What follows belongs to an exercise in optimizing a design on an open flow for small area, a short achievable clock period and few clock cycles per item; a production flow would make more cautious choices.
At most, simulation tests tie the RTL to the original design; equivalence was not proved.
Power and IR drop assume default switching activity.

==> flow/design.v (excerpt) <==
module motion_phase_classifier #(
   parameter int                          QUEUE_DEPTH = mpc_pkg::QUEUE_DEPTH_DEFAULT,
   parameter logic [mpc_pkg::HOLD_W-1:0] STATIONARY_HOLD_US =
      mpc_pkg::STATIONARY_HOLD_DEFAULT
) (
   input  logic                                clock,
   input  logic                                reset,
   input  logic                                req_push,
   output logic                                req_full,
   input  logic signed [mpc_pkg::SPEED_W-1:0]  req_linear_speed,
   input  logic signed [mpc_pkg::SPEED_W-1:0]  req_angular_rate,
   input  logic [mpc_pkg::TIME_W-1:0]          req_sample_time,
   input  logic                                req_discard,
   output logic                                rsp_empty,
   input  logic                                rsp_pop,
   output logic [1:0]                          rsp_motion_phase,
   output logic                                rsp_switch_pending,
   input  logic                                csr_valid,
   output logic                                csr_ready,
   input  logic [mpc_pkg::CSR_IDX_W-1:0]       csr_index,
   input  logic [mpc_pkg::CSR_DATA_W-1:0]      csr_data
);
Settings: LEC_CHECK=0, ABC_AREA=1, CAP_MARGIN=20, CORE_MARGIN=2, CORE_UTILIZATION=40, CTS_BUF_LIST=sky130_fd_sc_hd__clkbuf_8, CTS_CLUSTER_SIZE=16, SETUP_SLACK_MARGIN=2.0, SLEW_MARGIN=20; clock period 5.5 ns.
standard.sh (not shown) runs the stock make flow with config.mk's settings and CLKGATE_MAP_FILE= SYNTH_SCRIPT=/design/flow/synth_recipe.tcl, a recipe that flattens the netlist after the stock synthesis.
==> flow/flow/run.sh <==
#!/bin/bash
# The standard layout, with every port buffered by a plain buffer cell
# (repair may still resize it) instead of the default delay-buffer choice.
set -e
export BUFFER_PORTS_ARGS="-buffer_cell sky130_fd_sc_hd__buf_1"
bash standard.sh > standard.log 2>&1
The first run completed without violations.
Testbench counts at the start, summed over its fixed seeds: cycles 16,008, items 16,000.
Rerun with:
ABC_AREA = unset   (was 1)
CTS_BUF_LIST = unset   (was sky130_fd_sc_hd__clkbuf_8)
CTS_CLUSTER_SIZE = unset   (was 16)
=> Final area went up by 13%; global-route usage is higher by 1.4 points; hold slack improved by 0.091 ns.
Rerun with:
ABC_AREA = 1   (was unset)
SETUP_SLACK_MARGIN = 2.5   (was 2.0)
What happened:
- wire length went down by 8.6%
- global-route usage went down by 0.91 points
- critical path depth went up by 3
- utilization went up by 0.40 points
- total power went down by 1.3%
- worst setup slack improves by 0.55 ns
- maximum frequency went up by 18%
- count of clock-buffer cells in the layout is unchanged
Rerun with:
SETUP_SLACK_MARGIN = 2.0   (was 2.5)
After rerunning: Die area does not change; core utilization fell by 3.0 points; wire length went down by about 5.4%; maximum frequency is lower by about 5%; design area shrinks by about 6%; non-clock buffer count goes down by 29; clock skew hardly moves.
Rerun with:
ABC_AREA = unset   (was 1)
CTS_BUF_LIST = sky130_fd_sc_hd__clkbuf_8   (was unset)
CTS_CLUSTER_SIZE = 25   (was unset)
What happened: The new run completed without violations. Register-to-register slack loses 0.43 ns. Wire length is higher by 16%. Die area is higher by 4.1%. Worst setup slack loses 0.38 ns.
Rerun with:
==> flow/flow/run.sh (replaced) <==
#!/bin/bash
# The standard layout with two changes: every port is buffered by a plain
# buffer cell (repair may still resize it) instead of the default
# delay-buffer choice, and synthesis leaves adders to ABC instead of
# extracting full/half adder cells (same script, registers and names).
set -e
export BUFFER_PORTS_ARGS="-buffer_cell sky130_fd_sc_hd__buf_1"
export ADDER_MAP_FILE=
bash standard.sh > standard.log 2>&1
ABC_AREA = 1   (was unset)
CTS_BUF_LIST = unset   (was sky130_fd_sc_hd__clkbuf_8)
CTS_CLUSTER_SIZE = unset   (was 25)
The changed run completed with no timing, DRC or antenna violations.
Via count rises by 4.4%.
Sequential cell count stays the same.
Non-clock buffer count shrinks by 57.
Wire length decreases by 7.5%.
Critical path depth grows by 2.
Total power is higher by 5.6%.
Worst setup slack improved by 0.34 ns.
Core utilization falls by 1.8 points.
Final area decreases by about 6%.
Register-to-register slack is better by 0.50 ns.
First-iteration DRC count drops by 18%.

---

## v11
Starting RTL as in the previous note.
export LEC_CHECK = 0
export ABC_AREA = 1
export CAP_MARGIN = 20
export CORE_MARGIN = 2
export CORE_UTILIZATION = 40
export CTS_BUF_LIST = sky130_fd_sc_hd__clkbuf_8 sky130_fd_sc_hd__clkbuf_16
export CTS_CLUSTER_SIZE = 16
export SETUP_SLACK_MARGIN = 2.0
export SLEW_MARGIN = 20
create_clock -name core_clock -period 5.5 [get_ports {clock}]
==> flow/flow/run.sh <==
#!/bin/bash
# The standard layout, with every port buffered by a plain buffer cell
# (repair may still resize it) instead of the default delay-buffer choice.
set -e
export BUFFER_PORTS_ARGS="-buffer_cell sky130_fd_sc_hd__buf_1"
bash standard.sh > standard.log 2>&1
v11 completed; timing, DRC and antenna clean
Testbench counts of v11, summed over its fixed seeds: cycles 16,008, items 16,000.
Changes in v21 relative to v11:
- swapping 16 for 12 in CTS_CLUSTER_SIZE
- swapping sky130_fd_sc_hd__clkbuf_8 sky130_fd_sc_hd__clkbuf_16 for sky130_fd_sc_hd__clkbuf_8 in CTS_BUF_LIST
Results
v21 vs. v11: final instance area went down by 1.5%. Going from v11 to v21, wire length of the first global-routing pass did not really move; share of power burned in the clock network went down. v21 — combinational power share 1.9 points higher, v11 as reference. v21 vs. v11: wire length went up by 0.35%. Summary of v21 over v11: minimum period implied by the final worst setup slack lower; total buffers and inverters traversed by the critical path lower.

---

run A:
Another version of the RTL of motion_phase_classifier (not shown whole).
Size: about 200 flip-flops, roughly 12,000 um2 of cells after synthesis.
clock: 5.5 ns
lec_check: 0
abc_area: 1
cap_margin: 20
core_margin: 2
core_utilization: 40
cts_buf_list: sky130_fd_sc_hd__clkbuf_8
cts_cluster_size: 16
setup_slack_margin: 2.0
slew_margin: 20
Scripts as last shown in full above: flow/flow/run.sh
Testbench counts of run A, summed over its fixed seeds: cycles 16,008, items 16,000.
--- input diff run A..run B ---
- removing ABC_AREA (formerly 1)
- removing CTS_CLUSTER_SIZE (formerly 16)
- removing CTS_BUF_LIST (formerly sky130_fd_sc_hd__clkbuf_8)
- changing SETUP_SLACK_MARGIN from 2.0 to 1.5
Findings:
Delta (run B minus run A): longest individual stage delay on the worst path climbed 0.07 ns, register fraction of the total cell area now sits lower, row count increased by 1.6% relative to the old numbers.
Run B: fmax is 14% lower than what run A reported.
Between run B and run A, path length in cells of the critical path is lower for run B, run A comes in above that.
Run A vs run B, layer with the highest usage: met2 vs met1
Relative to run A, share of cell area taken by multi-input logic gates has increased by 4.2 points in run B.
Between run B and run A, it is run B whose sequential share of power is lower, by 3.9 points.
Run B vs. run A: initial standard-cell utilization of the core shows no meaningful change; flip-flop and latch count about even; synthesized instance count went down.
What run C does differently from run B at the input level:
- ABC_AREA newly set to 1
- SETUP_SLACK_MARGIN changed from 1.5 to 2.0
Results
Run C | stages: all done | timing, DRC, antenna: all pass
Run C against run B: core utilization has increased, setup slack has increased, routed wire length has decreased.
Setup changes, run C to run D
- putting CTS_CLUSTER_SIZE at 25 where nothing was set
- swapping 2.0 for 2.5 in SETUP_SLACK_MARGIN
- clearing ABC_AREA, which used to be 1
- putting CTS_BUF_LIST at sky130_fd_sc_hd__clkbuf_8 where nothing was set
Main combinational cell family by area after synthesis: compound AO/OA/AOI/OAI gates -> run D, simple AND/OR/NAND/NOR gates -> run C. Diff run D and run C: setup slack after placement higher in run C. Min die height across run D and run C: run C. Final period utilization came out higher on run D than on run C. NOTE clock power run C->run D decreased by more than a quarter. Run C reached the final stage; the timing, design-rule and antenna checks on its layout passed. Every stage of the flow completed for run D, and the final layout passed the timing, design-rule and antenna checks.
> inputs changed (run D -> run E)
- changing SETUP_SLACK_MARGIN from 2.5 to 2.0
Notes after the runs:
Run E | status: complete | timing, DRC, antenna: pass
Compared to run D, the router laid down less metal wire for run E.
In run E, the met2 wirelength from detailed routing came out about 2% below the value in run D.
Wire length on met3 came out higher on run E than on run D.
Compared with run D, in run E ratio of total power to cell area rose by 2.7%, combined global-route utilization of all metal layers lower.
From run D to run E, count of mapped cells out of synthesis did not move at all.
Between run E and run D, the violation count after the first detailed-route iteration figures differ only marginally.
Multi-input logic area (run E vs. run D) decreases slightly

---

motion_phase_classifier, a different RTL version from the one above (not shown whole).
Size in the first run: roughly 1200 cells after synthesis, about 200 flip-flops, ~120 I/O pins, roughly 13000 um^2 of cells after synthesis.
Design motion_phase_classifier, start of the top module:
module motion_phase_classifier #(
   parameter int                          QUEUE_DEPTH = mpc_pkg::QUEUE_DEPTH_DEFAULT,
   parameter logic [mpc_pkg::HOLD_W-1:0] STATIONARY_HOLD_US =
      mpc_pkg::STATIONARY_HOLD_DEFAULT
) (
   input  logic                                clock,
   input  logic                                reset,
   input  logic                                req_push,
   output logic                                req_full,
   input  logic signed [mpc_pkg::SPEED_W-1:0]  req_linear_speed,
   input  logic signed [mpc_pkg::SPEED_W-1:0]  req_angular_rate,
   input  logic [mpc_pkg::TIME_W-1:0]          req_sample_time,
   input  logic                                req_discard,
   output logic                                rsp_empty,
   input  logic                                rsp_pop,
   output logic [1:0]                          rsp_motion_phase,
   output logic                                rsp_switch_pending,
   input  logic                                csr_valid,
   output logic                                csr_ready,
   input  logic [mpc_pkg::CSR_IDX_W-1:0]       csr_index,
   input  logic [mpc_pkg::CSR_DATA_W-1:0]      csr_data
);
clock: 5.5 ns
lec_check: 0
cap_margin: 20
core_margin: 2
core_utilization: 40
slew_margin: 20
run.sh (not shown) runs the stock make flow with config.mk's settings and CLKGATE_MAP_FILE= SYNTH_SCRIPT=/design/flow/synth_recipe.tcl, a recipe that flattens the netlist after the stock synthesis.
Stock flow here: none of the scripts above is used.
Edit:
--- a/flow/config.mk
+++ b/flow/config.mk
@@ -10,0 +11 @@
+export SETUP_SLACK_MARGIN = 2.5
The changed run went through all stages and came out clean.
Sequential cell count stays the same.
Global-route usage grows by 1.9 points.
Cell count went up by 5.5%.
Clock power barely changes.
No run of this note included a check of the RTL's function; only the layout flow was run.

---

== trial 89 ==
motion_phase_classifier again, from the RTL that the note above started with.
// motion_phase_classifier
module motion_phase_classifier #(
   parameter int                          QUEUE_DEPTH = mpc_pkg::QUEUE_DEPTH_DEFAULT,
   parameter logic [mpc_pkg::HOLD_W-1:0] STATIONARY_HOLD_US =
      mpc_pkg::STATIONARY_HOLD_DEFAULT
) (
   input  logic                                clock,
   input  logic                                reset,
   input  logic                                req_push,
   output logic                                req_full,
   input  logic signed [mpc_pkg::SPEED_W-1:0]  req_linear_speed,
   input  logic signed [mpc_pkg::SPEED_W-1:0]  req_angular_rate,
   input  logic [mpc_pkg::TIME_W-1:0]          req_sample_time,
   input  logic                                req_discard,
   output logic                                rsp_empty,
   input  logic                                rsp_pop,
   output logic [1:0]                          rsp_motion_phase,
   output logic                                rsp_switch_pending,
   input  logic                                csr_valid,
   output logic                                csr_ready,
   input  logic [mpc_pkg::CSR_IDX_W-1:0]       csr_index,
   input  logic [mpc_pkg::CSR_DATA_W-1:0]      csr_data
);
export LEC_CHECK = 0
export CAP_MARGIN = 20
export CORE_MARGIN = 2
export CORE_UTILIZATION = 40
export SETUP_SLACK_MARGIN = 1.5
export SLEW_MARGIN = 20
create_clock -name core_clock -period 5.5 [get_ports {clock}]
#### Input delta (build 59 over trial 89)
Settings: SETUP_SLACK_MARGIN now 2.0, was 1.5.
==> flow/flow/run.sh (new file) <==
#!/bin/bash
# The standard layout, with every port buffered by a plain buffer cell
# (repair may still resize it) instead of the default delay-buffer choice.
set -e
cp standard.sh synth_recipe.tcl config.mk constraint.sdc out/ 2>/dev/null || true
export BUFFER_PORTS_ARGS="-buffer_cell sky130_fd_sc_hd__buf_1"
bash standard.sh > standard.log 2>&1
==> flow/standard.sh (new file) <==
#!/bin/bash
# synth_recipe.tcl (not shown) runs the flow's synth.tcl, then flattens the netlist and writes it again
# the make line also repeats each setting of config.mk as NAME=value (left out here)
make -C /OpenROAD-flow-scripts/flow DESIGN_CONFIG=/design/flow/config.mk WORK_HOME=/design/flow/orfs CLKGATE_MAP_FILE= SYNTH_SCRIPT=/design/flow/synth_recipe.tcl "${@:-finish}"
removed: flow/run.sh
### Flow results
- On cell count after placement, trial 89 and build 59 are basically level.
- Sort trial 89 and build 59 by power of the combinational group, ascending, and trial 89 comes first.
- Looking at post-detailed-routing wire length across both flows, build 59 is the weaker of the two, with trial 89 ahead.
- Build 59: iteration count of the initial detailed-routing pass lower than trial 89
- Summary of build 59 over trial 89: design area went up 2.2%, setup slack went up 290 ps, number of cells on the worst reg-to-reg path went up 2.
- The core of build 59 is more densely filled than that of trial 89.
No functional check of the RTL was part of any run of this note.

[re-timing with driven ports]
Ports are ideal in the flow. The routed layouts listed here were re-timed in OpenROAD. Step 1, drivers: a clkbuf_16 drives clock and a buf_2 each remaining input, both assumed. Step 2, shift: input delay + t, output delay - t, t = (earliest + latest rising clock arrival at the registers) / 2. This alone moves slack from input paths to output paths. Slacks: ideal ports / drivers / drivers and shift; pairs: ideal ports / drivers.
run | shift t [ns] | slack for setup (ns) | hold WS [ns] | worst setup path at the end | worst register clock-pin slew, ns
the first run of note 1 | 0.522 | 2.354 / 2.354 / 1.863 | 0.559 / 0.559 / 0.559 | input to register | 0.11 / 0.11
the second run of note 1 | 0.481 | 1.910 / 1.864 / 1.382 | 0.650 / 0.650 / 0.650 | input to register | 0.08 / 0.08
the third run of note 1 | 0.485 | 2.456 / 2.455 / 1.970 | 0.553 / 0.553 / 0.553 | input to register | 0.08 / 0.08
the fourth run of note 1 | 0.484 | 2.304 / 2.334 / 1.850 | 0.555 / 0.555 / 0.555 | input to register | 0.08 / 0.08
the fifth run of note 1 | 0.517 | 1.921 / 1.921 / 1.478 | 0.655 / 0.655 / 0.655 | input to register | 0.12 / 0.12
the sixth run of note 1 | 0.501 | 2.263 / 2.290 / 1.789 | 0.597 / 0.597 / 0.597 | input to register | 0.10 / 0.10
v11 | 0.484 | 2.304 / 2.334 / 1.850 | 0.555 / 0.555 / 0.555 | input to register | 0.08 / 0.08
v21 | 0.522 | 2.354 / 2.354 / 1.863 | 0.559 / 0.559 / 0.559 | input to register | 0.11 / 0.11
run A | 0.509 | 2.262 / 2.262 / 1.915 | 0.550 / 0.550 / 0.550 | input to register | 0.12 / 0.12
run B | 0.490 | 1.728 / 1.728 / 1.265 | 0.686 / 0.686 / 0.686 | input to register | 0.09 / 0.09
run C | 0.478 | 2.274 / 2.274 / 1.880 | 0.549 / 0.549 / 0.549 | input to register | 0.08 / 0.08
run D | 0.524 | 1.926 / 1.926 / 1.473 | 0.672 / 0.672 / 0.672 | input to register | 0.11 / 0.11
run E | 0.535 | 1.947 / 1.947 / 1.460 | 0.677 / 0.677 / 0.677 | input to register | 0.12 / 0.12
the first run of note 4 | 0.485 | 1.093 / 1.126 / 0.641 | 0.682 / 0.682 / 0.682 | input to register | 0.08 / 0.08
the second run of note 4 | 0.496 | 2.010 / 1.893 / 1.397 | 0.604 / 0.604 / 0.604 | input to register | 0.08 / 0.08
trial 89 | 0.485 | 1.619 / 1.648 / 1.163 | 0.757 / 0.757 / 0.757 | input to register | 0.09 / 0.09
build 59 | 0.488 | 1.907 / 1.903 / 1.415 | 0.693 / 0.693 / 0.693 | input to register | 0.09 / 0.09
After both steps setup and hold are still met in every run listed. The setup slack of the second run of note 4, which loses most, moves by -0.117 ns with the drivers and by -0.613 ns with both steps.
